What follows belongs to an exercise in optimizing a design on an open flow for small area, a short achievable clock period and few clock cycles per item; a production flow would make more cautious choices.
In this exercise RTL edits were held to simulation tests only and were not proved equivalent to the original.

build 96:
==> flow/design.v <==
package dmem_pkg;
    localparam int DMEM_DEPTH   = 256;
    localparam int DMEM_LATENCY = 2;
endpackage
module dmem_array #(
    parameter int DWIDTH = 16,
    parameter int DEPTH  = 256,
    parameter int GS     = 32,
    parameter int NH     = 2,
    localparam int NG    = DEPTH / GS
) (
    input  logic              clk,
    input  logic [NG-1:0]     wgsel,
    input  logic [GS-1:0]     wcsel,
    input  logic [DWIDTH-1:0] wdata,
    input  logic [NH*GS-1:0]  rcsel,
    input  logic [NG-1:0]     rgsel,
    output logic [DWIDTH-1:0] rdata
);
    localparam int GPH = NG / NH;
    logic [DWIDTH-1:0] mem_q [DEPTH];
    logic [DWIDTH-1:0] grp_d [NG];
    logic [DWIDTH-1:0] grp_q [NG];
    always_ff @(posedge clk) begin
        for (int g = 0; g < NG; g++) begin
            for (int c = 0; c < GS; c++) begin
                if (wgsel[g] && wcsel[c]) begin
                    mem_q[g * GS + c] <= wdata;
                end
            end
        end
    end
    always_comb begin
        for (int g = 0; g < NG; g++) begin
            grp_d[g] = '0;
            for (int c = 0; c < GS; c++) begin
                grp_d[g] = grp_d[g] | (mem_q[g * GS + c] & {DWIDTH{rcsel[(g / GPH) * GS + c]}});
            end
        end
    end
    always_ff @(posedge clk) begin
        for (int g = 0; g < NG; g++) begin
            grp_q[g] <= grp_d[g];
        end
    end
    always_comb begin
        rdata = '0;
        for (int g = 0; g < NG; g++) begin
            rdata = rdata | (grp_q[g] & {DWIDTH{rgsel[g]}});
        end
    end
endmodule
import dmem_pkg::*;
module data_mem_ctrl #(
    parameter int DWIDTH  = 16,
    parameter int AWIDTH  = 16,
    parameter int DEPTH   = DMEM_DEPTH,
    parameter int LATENCY = DMEM_LATENCY
) (
    input  logic              clk,
    input  logic              rst,
    input  logic              ram_en,
    input  logic              wen,
    input  logic [AWIDTH-1:0] ram_addr,
    input  logic [DWIDTH-1:0] w_ram_data,
    output logic [DWIDTH-1:0] r_ram_data,
    output logic              ram_valid,
    output logic              busy
    ,
    output logic              addr_err
);
    localparam int IW = (DEPTH > 1) ? $clog2(DEPTH) : 1;
    localparam int GS = 32;
    localparam int LW = $clog2(GS);
    localparam int NG = DEPTH / GS;
    localparam int NH = 2;
    localparam int HW = $clog2(NH);
    logic              in_err;
    logic              in_we;
    logic [NG-1:0]     in_gsel;
    logic [GS-1:0]     in_csel;
    logic [NH*GS-1:0]  in_rcsel;
    logic              v1_q, w1_q, err1_q;
    logic [NG-1:0]     gsel1_q;
    logic [NH*GS-1:0]  rcsel1_q;
    logic [NG-1:0]     wgsel1_n_q;
    logic [GS-1:0]     wcsel1_n_q;
    logic [DWIDTH-1:0] wd1_q;
    logic              v2_q, w2_q, err2_q;
    logic [NG-1:0]     gsel2_q;
    logic              v3_q, err3_q;
    logic [DWIDTH-1:0] rdata_q;
    logic [DWIDTH-1:0] arr_rdata;
    localparam logic [AWIDTH:0] DEPTH_A = (AWIDTH + 1)'(DEPTH);
    assign in_err = ({1'b0, ram_addr} >= DEPTH_A);
    assign in_we = ram_en && wen && !rst;
    always_comb begin
        for (int g = 0; g < NG; g++) in_gsel[g] = !in_err && (ram_addr[IW-1:LW] == (IW-LW)'(g));
        for (int c = 0; c < GS; c++) in_csel[c] = (ram_addr[LW-1:0] == LW'(c));
        for (int h = 0; h < NH; h++) begin
            for (int c = 0; c < GS; c++) begin
                in_rcsel[h * GS + c] = in_csel[c] && (ram_addr[IW-1:IW-HW] == HW'(h));
            end
        end
    end
    always_ff @(posedge clk) begin
        v1_q     <= ram_en && !rst;
        w1_q     <= wen;
        err1_q   <= in_err;
        gsel1_q  <= in_gsel;
        rcsel1_q <= in_rcsel;
        wgsel1_n_q <= ~(in_gsel & {NG{in_we}});
        wcsel1_n_q <= ~(in_csel & {GS{in_we}});
        wd1_q    <= w_ram_data;
    end
    always_ff @(posedge clk) begin
        v2_q    <= v1_q && !rst;
        w2_q    <= w1_q;
        err2_q  <= err1_q;
        gsel2_q <= gsel1_q;
    end
    always_ff @(posedge clk) begin
        if (rst) begin
            v3_q    <= 1'b0;
            err3_q  <= 1'b0;
            rdata_q <= '0;
        end else begin
            v3_q   <= v2_q;
            err3_q <= v2_q && err2_q;
            if (v2_q && !w2_q) begin
                rdata_q <= arr_rdata;
            end
        end
    end
    assign ram_valid  = v3_q;
    assign busy       = 1'b0;
    assign r_ram_data = rdata_q;
    assign addr_err   = err3_q;
    dmem_array #(
        .DWIDTH(DWIDTH),
        .DEPTH (DEPTH),
        .GS    (GS),
        .NH    (NH)
    ) u_array (
        .clk  (clk),
        .wgsel(~wgsel1_n_q),
        .wcsel(~wcsel1_n_q),
        .wdata(wd1_q),
        .rcsel(rcsel1_q),
        .rgsel(gsel2_q),
        .rdata(arr_rdata)
    );
endmodule
clock: 5.0 ns
lec_check: 0
abc_clock_period_in_ps: 2500
cap_margin: 20
core_margin: 2
core_utilization: 55
cts_cluster_diameter: 80
cts_cluster_size: 26
setup_slack_margin: 2.7
slew_margin: 20
standard.sh (not shown) runs the stock make flow with config.mk's settings and CLKGATE_MAP_FILE= SYNTH_SCRIPT=/design/flow/synth_recipe.tcl, a recipe that flattens the netlist after the stock synthesis.
==> flow/flow/run.sh <==
#!/bin/bash
# The standard layout, with two changes: plain buffers (sky130_fd_sc_hd__buf_4) instead of the
# default delay-cell buffers on the input and output ports, and clock tree synthesis without
# dummy loads. make's full output goes to flow_make.log.
set -euo pipefail
export BUFFER_PORTS_ARGS="-buffer_cell sky130_fd_sc_hd__buf_4"
export CTS_ARGS="-sink_clustering_enable -repair_clock_nets -sink_clustering_size 26 -sink_clustering_max_diameter 80 -dont_use_dummy_load"
bash standard.sh finish > flow_make.log 2>&1
Testbench counts of build 96, summed over its fixed seeds: cycles 24,024, items 24,000.
For build 89, these inputs were changed with respect to build 96:
-- flow/config.mk --
<<< build 96, line 11
export CORE_UTILIZATION = 55
>>> build 89, line 11
export CORE_UTILIZATION = 60
Number of diodes added for antenna fixing ends up lower on build 89. Compared with build 96, in build 89 global-route usage now sits higher, core area now sits lower, achievable clock frequency now sits higher, clock-cell share of area now sits at about the same level.
> inputs changed (build 89 -> build 18)
-- flow/config.mk --
<<< build 89, line 14
export SETUP_SLACK_MARGIN = 2.7
>>> build 18, line 14
export SETUP_SLACK_MARGIN = 2.8
--- outcome ---
Build 18 has completed all stages; timing, DRC and antenna checks passed. Build 89 reached the final stage; the timing, design-rule and antenna checks on its layout passed. Comparing build 18 and build 89, routed wire length is higher on build 18. Relative area change from synthesis to final layout delta for build 18 relative to build 89: 0.59 points higher. In terms of number of buffers inserted during clock tree synthesis, build 18 and build 89 differ only marginally.

## re-timing with driven ports
In the flow no input, the clock included, has a driving cell. The finished layouts below were timed again as built, in two steps. Step 1 assumes that a clkbuf_16 drives the clock port and a buf_2 every other input. Step 2 times the ports against the registers' clock, not the clock port: input delays grow and output delays shrink by t, the midpoint of the rising clock arrivals with the driver on. a / b / c = no drivers / after step 1 / after step 2; a / b = the first two.
run | t (ns) | setup slack, ns | latest minus earliest clock arrival (ns) | worst register clock-pin slew, ns | cell pins on the clock port's net
build 96 | 1.017 | 2.476 / 2.363 / 2.529 | 0.090 / 0.090 | 0.11 / 0.11 | 1
build 89 | 0.984 | 2.533 / 2.429 / 2.443 | 0.078 / 0.077 | 0.11 / 0.11 | 1
build 18 | 0.988 | 2.535 / 2.430 / 2.455 | 0.082 / 0.082 | 0.11 / 0.11 | 1
After both steps every run listed still meets setup and hold. The setup slack of build 89, which loses most, moves by -0.104 ns with the drivers and by -0.090 ns with both steps.
